Background: an optimization exercise with open tools, aiming at small area, a short achievable clock period and few clock cycles per item. Do not read the settings as production practice.

## main
==> flow/design.v <==
`timescale 1ns/1ps
`default_nettype none
module bridgeTop (
  input  wire         pclk,
  input  wire         preset_n,
  input  wire         awvalid,
  output logic        awready,
  input  wire  [31:0] awaddr,
  input  wire  [7:0]  awid,
  input  wire  [7:0]  awlen,
  input  wire  [1:0]  awburst,
  input  wire  [2:0]  awprot,
  input  wire         wvalid,
  output logic        wready,
  input  wire  [31:0] wdata,
  input  wire  [3:0]  wstrb,
  input  wire         arvalid,
  output logic        arready,
  input  wire  [31:0] araddr,
  input  wire  [7:0]  arid,
  input  wire  [7:0]  arlen,
  input  wire  [1:0]  arburst,
  input  wire  [2:0]  arprot,
  output logic        rvalid,
  input  wire         rready,
  output logic [31:0] rdata,
  output logic [1:0]  rresp,
  output logic [7:0]  rid,
  output logic        rlast,
  output logic        bvalid,
  input  wire         bready,
  output logic [1:0]  bresp,
  output logic [7:0]  bid,
  output logic [31:0] paddr,
  output logic [31:0] pwdata,
  output logic [3:0]  pstrb,
  output logic [2:0]  pprot,
  output logic        pwrite,
  output logic        penable,
  output logic [3:0]  psel,
  input  wire  [3:0]  pready,
  input  wire  [3:0]  pslverr,
  input  wire  [127:0] prdata
);
  logic        act;
  logic        turn;       
  logic        oom;        
  logic        incr;
  logic [7:0]  cnt;        
  logic        wHave;      
  logic        sFull;      
  logic        wrP;        
  logic        wrS;        
  logic [14:0] addr;
  logic [3:0]  strb;
  logic        last;
  logic        takeW;
  logic        takeR;
  logic        sel;        
  logic        serr;
  logic [31:0] sdata;
  logic        done;
  logic        go;
  logic        takeP;
  logic        takeS;
  logic        moveS;
  logic        takeD;
  logic        actN;
  logic        turnN;
  logic        wHaveN;
  logic        rvalidN;
  logic        bvalidN;
  logic        sFullN;
  logic        pwriteN;
  logic        wAccN;
  logic        wrPN;
  logic        wrSN;
  logic        awOom;
  logic        arOom;
  assign last  = (cnt == 8'd0);
  assign awOom = (awaddr[31:14] != 18'd0);
  assign arOom = (araddr[31:14] != 18'd0);
  assign takeW = awready && awvalid;
  assign takeR = arready && arvalid;
  assign takeP = wrP && wvalid;
  assign takeS = wrS && wvalid;
  assign moveS = sFull && (!wHave || (done && pwrite));
  assign takeD = takeS && done && pwrite;
  always_comb begin
    sel   = 1'b0;
    serr  = 1'b0;
    sdata = 32'd0;
    for (int s = 0; s < 4; s++) begin
      sel   = sel   | (psel[s] & pready[s]);
      serr  = serr  | (psel[s] & pslverr[s]);
      sdata = sdata | ({32{psel[s]}} & prdata[32*s +: 32]);
    end
  end
  assign done = act && penable && (oom || sel);
  assign go   = act && !penable &&
                (pwrite ? (wHave && (!last || !bvalid || bready))
                        : (!rvalid || rready));
  assign paddr = {17'd0, addr};
  always_comb begin
    actN    = (act && !(done && last)) || takeW || takeR;
    turnN   = act ? turn : !turn;
    wHaveN  = takeP || moveS || takeD || (wHave && !(done && pwrite));
    sFullN  = (takeS && !takeD) || (sFull && !moveS);
    rvalidN = (done && !pwrite) || (rvalid && !rready);
    bvalidN = (done && pwrite && last) || (bvalid && !bready);
    pwriteN = act ? pwrite : turn;
    wAccN   = actN && pwriteN && (penable ? !done : go);
    wrPN    = !wHaveN && !sFullN && !wAccN;
    wrSN    = wAccN && !sFullN && !rvalidN;
  end
  always_ff @(posedge pclk or negedge preset_n) begin
    if (!preset_n) begin
      act     <= 1'b0;
      turn    <= 1'b0;
      penable <= 1'b0;
      psel    <= 4'd0;
      wHave   <= 1'b0;
      rvalid  <= 1'b0;
      bvalid  <= 1'b0;
      awready <= 1'b0;
      arready <= 1'b0;
      wready  <= 1'b0;
      sFull   <= 1'b0;
      wrP     <= 1'b0;
      wrS     <= 1'b0;
    end else begin
      act     <= actN;
      turn    <= turnN;
      wHave   <= wHaveN;
      rvalid  <= rvalidN;
      bvalid  <= bvalidN;
      awready <= !actN && turnN && !bvalidN;
      arready <= !actN && !turnN && !rvalidN;
      sFull   <= sFullN;
      wrP     <= wrPN;
      wrS     <= wrSN;
      wready  <= wrPN || wrSN;
      if (!act) begin
        psel <= (takeW || takeR) && !(turn ? awOom : arOom)
              ? 4'b0001 << (turn ? awaddr[13:12] : araddr[13:12]) : 4'd0;
      end
      if (go) begin
        penable <= 1'b1;
      end
      if (done) begin
        penable <= 1'b0;
        if (last) psel <= 4'd0;
      end
    end
  end
  always_ff @(posedge pclk) begin
    if (!act) begin
      pwrite <= turn;
      oom    <= turn ? awOom : arOom;
      incr   <= turn ? (awburst == 2'd1) : (arburst == 2'd1);
      cnt    <= turn ? awlen : arlen;
      pprot  <= turn ? awprot : arprot;
      addr   <= {1'b0, turn ? awaddr[13:0] : araddr[13:0]};
    end else if (done) begin
      cnt <= cnt - 8'd1;
      if (incr) begin
        addr[14:2] <= addr[14:2] + 13'd1;
      end
    end
    if (awready) begin
      bid   <= awid;
      bresp <= 2'd0;
    end else if (done && pwrite) begin
      bresp <= bresp | {oom | serr, oom};
    end
    if (arready) begin
      rid <= arid;
    end else if (wrS) begin
      rid[3:0] <= wstrb;
    end
    pstrb <= pwriteN ? ((wrP || takeD) ? wstrb : moveS ? rid[3:0] : strb) : 4'd0;
    if (wrP || moveS || takeD) begin
      pwdata <= sFull ? rdata : wdata;
      strb   <= sFull ? rid[3:0] : wstrb;
    end
    if (act && penable && !pwrite) begin
      rdata <= sdata;
      rresp <= {oom | serr, oom};
      rlast <= last;
    end else if (wrS) begin
      rdata <= wdata;
    end
  end
endmodule
`default_nettype wire
clock: 5.0 ns
lec_check: 0
cap_margin: 20
core_margin: 2
core_utilization: 40
setup_slack_margin: 2.8
slew_margin: 20
standard.sh (not shown) runs the stock make flow with config.mk's settings and CLKGATE_MAP_FILE= SYNTH_SCRIPT=/design/flow/synth_recipe.tcl, a recipe that flattens the netlist after the stock synthesis.
==> flow/flow/run.sh <==
#!/bin/bash
# standard ORFS layout (the standard.sh, standard synthesis unchanged),
# with every port buffered by the smallest buffer instead of a delay buffer
set -euo pipefail
bash standard.sh "BUFFER_PORTS_ARGS=-buffer_cell sky130_fd_sc_hd__buf_1" finish > standard.log 2>&1
## Diff of input files: the feature branch against main
--- a/flow/design.v
+++ b/flow/design.v
@@ -47,11 +47,8 @@
   logic        oom;        
   logic        incr;
   logic [7:0]  cnt;        
   logic        wHave;      
-  logic        sFull;      
-  logic        wrP;        
-  logic        wrS;        
   logic [14:0] addr;
   logic [3:0]  strb;
   logic        last;
   logic        takeW;
@@ -60,33 +57,23 @@
   logic        serr;
   logic [31:0] sdata;
   logic        done;
   logic        go;
-  logic        takeP;
-  logic        takeS;
-  logic        moveS;
-  logic        takeD;
+  logic        wTake;
   logic        actN;
   logic        turnN;
   logic        wHaveN;
   logic        rvalidN;
   logic        bvalidN;
-  logic        sFullN;
-  logic        pwriteN;
   logic        wAccN;
-  logic        wrPN;
-  logic        wrSN;
   logic        awOom;
   logic        arOom;
   assign last  = (cnt == 8'd0);
   assign awOom = (awaddr[31:14] != 18'd0);
   assign arOom = (araddr[31:14] != 18'd0);
   assign takeW = awready && awvalid;
   assign takeR = arready && arvalid;
-  assign takeP = wrP && wvalid;
-  assign takeS = wrS && wvalid;
-  assign moveS = sFull && (!wHave || (done && pwrite));
-  assign takeD = takeS && done && pwrite;
+  assign wTake = wready && wvalid;
   always_comb begin
     sel   = 1'b0;
     serr  = 1'b0;
     sdata = 32'd0;
@@ -103,16 +90,12 @@
   assign paddr = {17'd0, addr};
   always_comb begin
     actN    = (act && !(done && last)) || takeW || takeR;
     turnN   = act ? turn : !turn;
-    wHaveN  = takeP || moveS || takeD || (wHave && !(done && pwrite));
-    sFullN  = (takeS && !takeD) || (sFull && !moveS);
+    wHaveN  = wTake || (wHave && !(done && pwrite));
     rvalidN = (done && !pwrite) || (rvalid && !rready);
     bvalidN = (done && pwrite && last) || (bvalid && !bready);
-    pwriteN = act ? pwrite : turn;
-    wAccN   = actN && pwriteN && (penable ? !done : go);
-    wrPN    = !wHaveN && !sFullN && !wAccN;
-    wrSN    = wAccN && !sFullN && !rvalidN;
+    wAccN   = !wHaveN && !(actN && (act ? pwrite : takeW) && (penable ? !done : go));
   end
   always_ff @(posedge pclk or negedge preset_n) begin
     if (!preset_n) begin
       act     <= 1'b0;
@@ -124,23 +107,17 @@
       bvalid  <= 1'b0;
       awready <= 1'b0;
       arready <= 1'b0;
       wready  <= 1'b0;
-      sFull   <= 1'b0;
-      wrP     <= 1'b0;
-      wrS     <= 1'b0;
     end else begin
       act     <= actN;
       turn    <= turnN;
       wHave   <= wHaveN;
       rvalid  <= rvalidN;
       bvalid  <= bvalidN;
       awready <= !actN && turnN && !bvalidN;
       arready <= !actN && !turnN && !rvalidN;
-      sFull   <= sFullN;
-      wrP     <= wrPN;
-      wrS     <= wrSN;
-      wready  <= wrPN || wrSN;
+      wready  <= wAccN;
       if (!act) begin
         psel <= (takeW || takeR) && !(turn ? awOom : arOom)
               ? 4'b0001 << (turn ? awaddr[13:12] : araddr[13:12]) : 4'd0;
       end
@@ -174,22 +151,18 @@
       bresp <= bresp | {oom | serr, oom};
     end
     if (arready) begin
       rid <= arid;
-    end else if (wrS) begin
-      rid[3:0] <= wstrb;
     end
-    pstrb <= pwriteN ? ((wrP || takeD) ? wstrb : moveS ? rid[3:0] : strb) : 4'd0;
-    if (wrP || moveS || takeD) begin
-      pwdata <= sFull ? rdata : wdata;
-      strb   <= sFull ? rid[3:0] : wstrb;
+    pstrb <= (act ? pwrite : turn) ? (wready ? wstrb : strb) : 4'd0;
+    if (wready) begin
+      pwdata <= wdata;
+      strb   <= wstrb;
     end
     if (act && penable && !pwrite) begin
       rdata <= sdata;
       rresp <= {oom | serr, oom};
       rlast <= last;
-    end else if (wrS) begin
-      rdata <= wdata;
     end
   end
 endmodule
 `default_nettype wire
Results
Compared with main, the feature branch shows a lower combinational share of power. The lower register share of the cell area came out of main. Number of cells on the worst reg-to-reg path in the feature branch is 2 below main. In the flow results for main and the feature branch, the number of standard cells in the layout, taps in and fillers out is larger on main. Between main and the feature branch, worst setup slack increased. Taking main as the reference point, the count of clock-net buffers in the final layout of the feature branch rises by 8. The feature branch: standard cell core area 2500 um^2 below main.
Function was not checked in any run of this note: the RTL went through the layout flow alone.

separate check: timing with driven ports:
The flow's constraints put no driver on any port. The routed layouts listed below were extracted and timed again, unchanged, in two steps. Step 1 assumes that a clkbuf_16 drives the clock port and a buf_2 every other input. Step 2 adds t to the input delays and takes it off the output delays; t is the mean of the earliest and latest rising clock arrival at the registers after step 1. Input paths then give back, and output paths get back, about the clock's delay inside the block. Three values: no drivers, after step 1, after step 2; two values: the first two.
run | t (ns) | setup slack, ns | latest minus earliest clock arrival (ns) | worst register clock-pin slew, ns
main | 0.456 | 2.835 / 2.792 / 2.411 | 0.007 / 0.007 | 0.06 / 0.06
the feature branch | 0.454 | 2.844 / 2.804 / 2.535 | 0.014 / 0.014 | 0.06 / 0.06
After both steps every run listed still meets setup and hold. The setup slack of main, which loses most, moves by -0.043 ns with the drivers and by -0.424 ns with both steps.
